What follows belongs to an exercise in optimizing a design on an open flow for a short achievable clock period and few clock cycles; a production flow would make more cautious choices.
No activity file was given, so power comes from the tool's default toggle rates.

==> 12-06 <==
==> flow/design.v <==
`timescale 1ns/1ps
module cacheWay (
    input  logic         CLK,
    input  logic         nRST,
    input  logic         we,
    input  logic [2:0]   wIndex,
    input  logic         wWord,
    input  logic [31:0]  wData,
    input  logic         fill,
    input  logic [2:0]   fIndex,
    input  logic [25:0]  fTag,
    input  logic         setDirty,
    input  logic         clrDirty,
    input  logic [2:0]   dIndex,
    output logic [7:0]   valid,
    output logic [7:0]   dirty,
    output logic [207:0] tags,        
    output logic [511:0] words        
);
    logic [25:0] tagMem [8];
    logic [31:0] dataMem [16];
    always_ff @(posedge CLK, negedge nRST) begin
        if (!nRST) begin
            valid <= '0;
            dirty <= '0;
        end else begin
            if (fill) begin
                valid[fIndex] <= 1'b1;
            end
            if (setDirty) begin
                dirty[dIndex] <= 1'b1;
            end else if (clrDirty) begin
                dirty[dIndex] <= 1'b0;
            end
        end
    end
    always_ff @(posedge CLK) begin
        if (we) begin
            dataMem[{wIndex, wWord}] <= wData;
        end
        if (fill) begin
            tagMem[fIndex] <= fTag;
        end
    end
    always_comb begin
        for (int s = 0; s < 8; s++) begin
            tags[s*26 +: 26] = tagMem[s];
        end
        for (int k = 0; k < 16; k++) begin
            words[k*32 +: 32] = dataMem[k];
        end
    end
endmodule
`timescale 1ns/1ps
module wayReplace (
    input  logic [15:0] mask,
    output logic        found,
    output logic [3:0]  frame       
);
    always_comb begin
        found = |mask;
        frame = 4'd0;
        for (int i = 15; i >= 0; i--) begin
            if (mask[i]) begin
                frame = 4'(i);
            end
        end
    end
endmodule
`timescale 1ns/1ps
`timescale 1ns/1ps
module dcache (
    input  logic        CLK,
    input  logic        nRST,
    input  logic        dp_readEn,
    input  logic        dp_writeEn,
    input  logic        dp_halt,
    input  logic [31:0] dp_addr,
    input  logic [31:0] dp_store,
    output logic        dp_dhit,
    output logic        dp_flushed,
    output logic [31:0] dp_load,
    output logic        mem_dREN,
    output logic        mem_dWEN,
    output logic [31:0] mem_addr,
    output logic [31:0] mem_store,
    input  logic        mem_dwait,
    input  logic [31:0] mem_load
);
    localparam logic [1:0] P_WB0 = 2'd0;
    localparam logic [1:0] P_WB1 = 2'd1;
    localparam logic [1:0] P_F1  = 2'd2;
    localparam logic [1:0] P_F2  = 2'd3;
    logic [7:0]   valid0, valid1, dirty0, dirty1;
    logic [207:0] tags0, tags1;
    logic [511:0] words0, words1;
    logic         we0, we1;
    logic [2:0]   wIndex;
    logic         wWord;
    logic [31:0]  wData;
    logic         fill0, fill1;
    logic         setDirty0, setDirty1, clrDirty0, clrDirty1;
    logic [7:0]   lru;                   
    logic        idle;                   
    logic        busy;                   
    logic        flushMode;
    logic        dhitR;
    logic        flushedR;
    logic        drenR, dwenR;
    logic [1:0]  phase;
    logic [29:0] xAddr;                  
    logic [31:0] xData;
    logic [25:0] reqTag;
    logic [2:0]  idxR;
    logic        wordR;
    logic        writeR;
    logic [31:0] storeR;
    logic        hitR;
    logic        hitWayR;
    logic        vWayR;                  
    logic [25:0] vTagR;
    logic [31:0] load0R, load1R;
    logic [31:0] fData;
    logic        fDone;
    logic        fFirst;                 
    logic [2:0]  idx;
    logic [25:0] tag;
    logic [7:0]  dec;
    logic [7:0]  eq0, eq1;
    logic        h0, h1, hit, hitWay;
    logic        lruW;
    logic        vDirty;
    logic [25:0] vTag;
    logic [31:0] vWord0;
    logic [31:0] rd0, rd1;
    logic        req;
    assign req = dp_readEn | dp_writeEn;
    assign idx = dp_addr[5:3];
    assign tag = dp_addr[31:6];
    always_comb begin
        for (int s = 0; s < 8; s++) begin
            dec[s] = (idx == 3'(s));
            eq0[s] = (tags0[s*26 +: 26] == tag);
            eq1[s] = (tags1[s*26 +: 26] == tag);
        end
    end
    assign h0 = |(dec & valid0 & eq0);
    assign h1 = |(dec & valid1 & eq1);
    assign hit = h0 | h1;
    assign hitWay = h1 & ~h0;
    assign lruW = lru[idx];
    assign vDirty = lruW ? (valid1[idx] & dirty1[idx]) : (valid0[idx] & dirty0[idx]);
    assign vTag = lruW ? tags1[idx*26 +: 26] : tags0[idx*26 +: 26];
    assign vWord0 = lruW ? words1[{idx, 1'b0}*32 +: 32] : words0[{idx, 1'b0}*32 +: 32];
    assign rd0 = words0[{idx, dp_addr[2]}*32 +: 32];
    assign rd1 = words1[{idx, dp_addr[2]}*32 +: 32];
    logic [15:0] dmask;
    logic [15:0] nextMask;
    logic        fFound;
    logic [3:0]  fFrame;
    logic        curFrameBit;
    assign dmask = {valid1 & dirty1, valid0 & dirty0};
    assign nextMask = (idle) ? dmask : (dmask & ~(16'd1 << {vWayR, idxR}));
    wayReplace pick0 (
        .mask(nextMask),
        .found(fFound),
        .frame(fFrame)
    );
    logic [25:0] fTagSel;
    logic [31:0] fWord0Sel;
    assign fTagSel = fFrame[3] ? tags1[fFrame[2:0]*26 +: 26] : tags0[fFrame[2:0]*26 +: 26];
    assign fWord0Sel = fFrame[3] ? words1[{fFrame[2:0], 1'b0}*32 +: 32]
                                 : words0[{fFrame[2:0], 1'b0}*32 +: 32];
    logic [31:0] vWord1;
    assign vWord1 = vWayR ? words1[{idxR, 1'b1}*32 +: 32] : words0[{idxR, 1'b1}*32 +: 32];
    logic xDone;
    assign xDone = (drenR | dwenR) & ~mem_dwait;
    always_ff @(posedge CLK, negedge nRST) begin
        if (!nRST) begin
            idle <= 1'b1;
            busy <= 1'b0;
            flushMode <= 1'b0;
            dhitR <= 1'b0;
            flushedR <= 1'b0;
            drenR <= 1'b0;
            dwenR <= 1'b0;
            fDone <= 1'b0;
        end else begin
            fDone <= drenR & ~mem_dwait;
            if (idle) begin
                if (dp_halt) begin
                    idle <= 1'b0;
                    flushMode <= 1'b1;
                    dwenR <= fFound;
                    flushedR <= ~fFound;
                end else if (req) begin
                    idle <= 1'b0;
                    busy <= 1'b1;
                    dhitR <= hit;
                    dwenR <= ~hit & vDirty;
                    drenR <= ~hit & ~vDirty;
                end
            end else if (busy && dhitR) begin
                busy <= 1'b0;
                idle <= 1'b1;
                dhitR <= 1'b0;
            end else if (xDone) begin
                case (phase)
                    P_WB0: ;
                    P_WB1: begin
                        if (flushMode) begin
                            dwenR <= fFound;
                            flushedR <= ~fFound;
                        end else begin
                            dwenR <= 1'b0;
                            drenR <= 1'b1;
                        end
                    end
                    P_F1: ;
                    P_F2: begin
                        drenR <= 1'b0;
                        dhitR <= 1'b1;
                    end
                endcase
            end
        end
    end
    always_ff @(posedge CLK) begin
        fData <= mem_load;
        fFirst <= (phase == P_F1);
        if (idle) begin
            reqTag <= tag;
            idxR <= idx;
            wordR <= dp_addr[2];
            writeR <= dp_writeEn;
            storeR <= dp_store;
            hitR <= hit;
            hitWayR <= hitWay;
            load0R <= rd0;
            load1R <= rd1;
            if (dp_halt) begin
                vWayR <= fFrame[3];
                idxR <= fFrame[2:0];
                vTagR <= fTagSel;
                xAddr <= {fTagSel, fFrame[2:0], 1'b0};
                xData <= fWord0Sel;
                phase <= P_WB0;
            end else begin
                vWayR <= lruW;
                vTagR <= vTag;
                xAddr <= vDirty ? {vTag, idx, 1'b0} : {tag, idx, dp_addr[2]};
                xData <= vWord0;
                phase <= vDirty ? P_WB0 : P_F1;
            end
        end else if (xDone) begin
            case (phase)
                P_WB0: begin
                    xAddr <= {vTagR, idxR, 1'b1};
                    xData <= vWord1;
                    phase <= P_WB1;
                end
                P_WB1: begin
                    if (flushMode) begin
                        vWayR <= fFrame[3];
                        idxR <= fFrame[2:0];
                        vTagR <= fTagSel;
                        xAddr <= {fTagSel, fFrame[2:0], 1'b0};
                        xData <= fWord0Sel;
                        phase <= P_WB0;
                    end else begin
                        xAddr <= {reqTag, idxR, wordR};
                        phase <= P_F1;
                    end
                end
                P_F1: begin
                    xAddr <= {reqTag, idxR, ~wordR};
                    phase <= P_F2;
                end
                P_F2: ;
            endcase
        end
        if (fDone && fFirst) begin
            load0R <= fData;
            hitWayR <= 1'b0;
        end
    end
    logic storeHit;
    logic fillEnd;
    assign storeHit = busy & dhitR & hitR & writeR;
    assign fillEnd = busy & dhitR & ~hitR;
    always_comb begin
        wIndex = idxR;
        if (fDone) begin
            wWord = fFirst ? wordR : ~wordR;
            wData = (fFirst && writeR) ? storeR : fData;
            we0 = ~vWayR;
            we1 = vWayR;
        end else begin
            wWord = wordR;
            wData = storeR;
            we0 = storeHit & ~hitWayR;
            we1 = storeHit & hitWayR;
        end
        fill0 = fillEnd & ~vWayR;
        fill1 = fillEnd & vWayR;
        setDirty0 = (storeHit & ~hitWayR) | (fillEnd & writeR & ~vWayR);
        setDirty1 = (storeHit & hitWayR) | (fillEnd & writeR & vWayR);
        clrDirty0 = (fillEnd & ~writeR & ~vWayR)
                  | (flushMode & xDone & (phase == P_WB1) & ~vWayR);
        clrDirty1 = (fillEnd & ~writeR & vWayR)
                  | (flushMode & xDone & (phase == P_WB1) & vWayR);
    end
    always_ff @(posedge CLK, negedge nRST) begin
        if (!nRST) begin
            lru <= '0;
        end else if (busy && dhitR) begin
            lru[idxR] <= hitR ? ~hitWayR : ~vWayR;
        end
    end
    cacheWay way0 (
        .CLK(CLK), .nRST(nRST),
        .we(we0), .wIndex(wIndex), .wWord(wWord), .wData(wData),
        .fill(fill0), .fIndex(idxR), .fTag(reqTag),
        .setDirty(setDirty0), .clrDirty(clrDirty0), .dIndex(idxR),
        .valid(valid0), .dirty(dirty0), .tags(tags0), .words(words0)
    );
    cacheWay way1 (
        .CLK(CLK), .nRST(nRST),
        .we(we1), .wIndex(wIndex), .wWord(wWord), .wData(wData),
        .fill(fill1), .fIndex(idxR), .fTag(reqTag),
        .setDirty(setDirty1), .clrDirty(clrDirty1), .dIndex(idxR),
        .valid(valid1), .dirty(dirty1), .tags(tags1), .words(words1)
    );
    assign dp_dhit = dhitR;
    assign dp_flushed = flushedR;
    assign dp_load = hitWayR ? load1R : load0R;
    assign mem_dREN = drenR;
    assign mem_dWEN = dwenR;
    assign mem_addr = {xAddr, 2'b00};
    assign mem_store = xData;
endmodule
==> flow/run.sh <==
#!/bin/bash
# synth_recipe.tcl (not shown) runs the flow's synth.tcl, then flattens the netlist and writes it again
# the make line also repeats each setting of config.mk as NAME=value (left out here)
make -C /OpenROAD-flow-scripts/flow DESIGN_CONFIG=/design/flow/config.mk WORK_HOME=/design/flow/orfs CLKGATE_MAP_FILE= SYNTH_SCRIPT=/design/flow/synth_recipe.tcl finish
==> flow/config.mk <==
export PLATFORM = sky130hd
export DESIGN_NAME = dcache
export DESIGN_NICKNAME = dcache
export VERILOG_FILES = /design/flow/design.v
export SDC_FILE = /design/flow/constraint.sdc
export NUM_CORES = 4
export LEC_CHECK = 0
export CAP_MARGIN = 20
export CORE_MARGIN = 2
export CORE_UTILIZATION = 40
export SLEW_MARGIN = 20
==> flow/constraint.sdc <==
create_clock -name core_clock -period 8.0 [get_ports {CLK}]
set_input_delay 1.6000 -clock core_clock [delete_from_list [all_inputs] [get_ports {CLK}]]
set_output_delay 1.6000 -clock core_clock [all_outputs]
set_load 0.01 [all_outputs]
==> 09-10 (differences from 12-06) <==
--- a/flow/config.mk
+++ b/flow/config.mk
@@ -7,2 +7,3 @@
 export LEC_CHECK = 0
+export ABC_CLOCK_PERIOD_IN_PS = 2500
 export CAP_MARGIN = 20
@@ -10,2 +11,3 @@
 export CORE_UTILIZATION = 40
+export SETUP_SLACK_MARGIN = 5
 export SLEW_MARGIN = 20
==> comparison table <==
Result of the run: 12-06 finished clean; 09-10 finished clean
Number of antenna cells inserted: 12-06 3; 09-10 23
Worst hold margin: 12-06 492 ps; 09-10 483 ps
Fraction of standard cell area in multi-input logic: 12-06 35.3%; 09-10 35.5%
Count of placed standard cells including taps: 12-06 8691; 09-10 8700
Register area: 12-06 51700 µm²; 09-10 51700 µm²
Repair and plain buffers: 12-06 367; 09-10 891
Fin util: 12-06 45.6%; 09-10 51.8%
Worst slack, placed: 12-06 1840 ps; 09-10 1980 ps
Wire length of the first global-routing pass: 12-06 467 mm; 09-10 536 mm
Worst Max-Slew Pin Slew: 12-06 1230 ps; 09-10 998 ps
Later-pin clock latency in the skew report: 12-06 870 ps; 09-10 900 ps
VDD IR-drop max: 12-06 0.000878 V; 09-10 0.000557 V
Layout Cell Area excl Fill: 12-06 101000 µm²; 09-10 115000 µm²
Endpoint of the worst-slack reg-to-reg timing path: 12-06 xAddr[17]$_DFFE_PP_; 09-10 xAddr[29]$_DFFE_PP_
Sequential power share: 12-06 31.4%; 09-10 23.1%
Worst endpoint data arrival time: 12-06 6940 ps; 09-10 4500 ps
DRT Wirelength: 12-06 340 mm; 09-10 409 mm
Clock-net power: 12-06 0.00906 W; 09-10 0.00913 W
Net count, final: 12-06 6024; 09-10 6560
Logic pwr share: 12-06 43.2%; 09-10 58.2%
Leakage dissipation: 12-06 32.8 nW; 09-10 39.7 nW
Post-CTS setup repair buffer count: 12-06 0; 09-10 309
No functional check of the RTL was part of any run of this note.

-- static timing again, ports no longer ideal --
No port has a modelled driver above. Below, the same layouts with a new extraction and two added sets of constraints. Step 1, drivers: a clkbuf_16 drives CLK and a buf_2 each remaining input, both assumed. Step 2 also shifts input and output timing later by t, the mid clock arrival at the registers, as if the neighbouring blocks saw the same clock. a / b / c = no drivers / after step 1 / after step 2; a / b = the first two.
run	t (ns)	setup WS [ns]	clock arrival spread, ns
12-06	0.940	1.647 / 1.647 / 1.647	0.056 / 0.056
09-10	0.957	4.080 / 4.080 / 3.205	0.075 / 0.075
After both steps every run listed still meets setup and hold. For 09-10, which loses most, drivers alone change the setup slack by 0.000 ns; drivers and shift together by -0.875 ns.
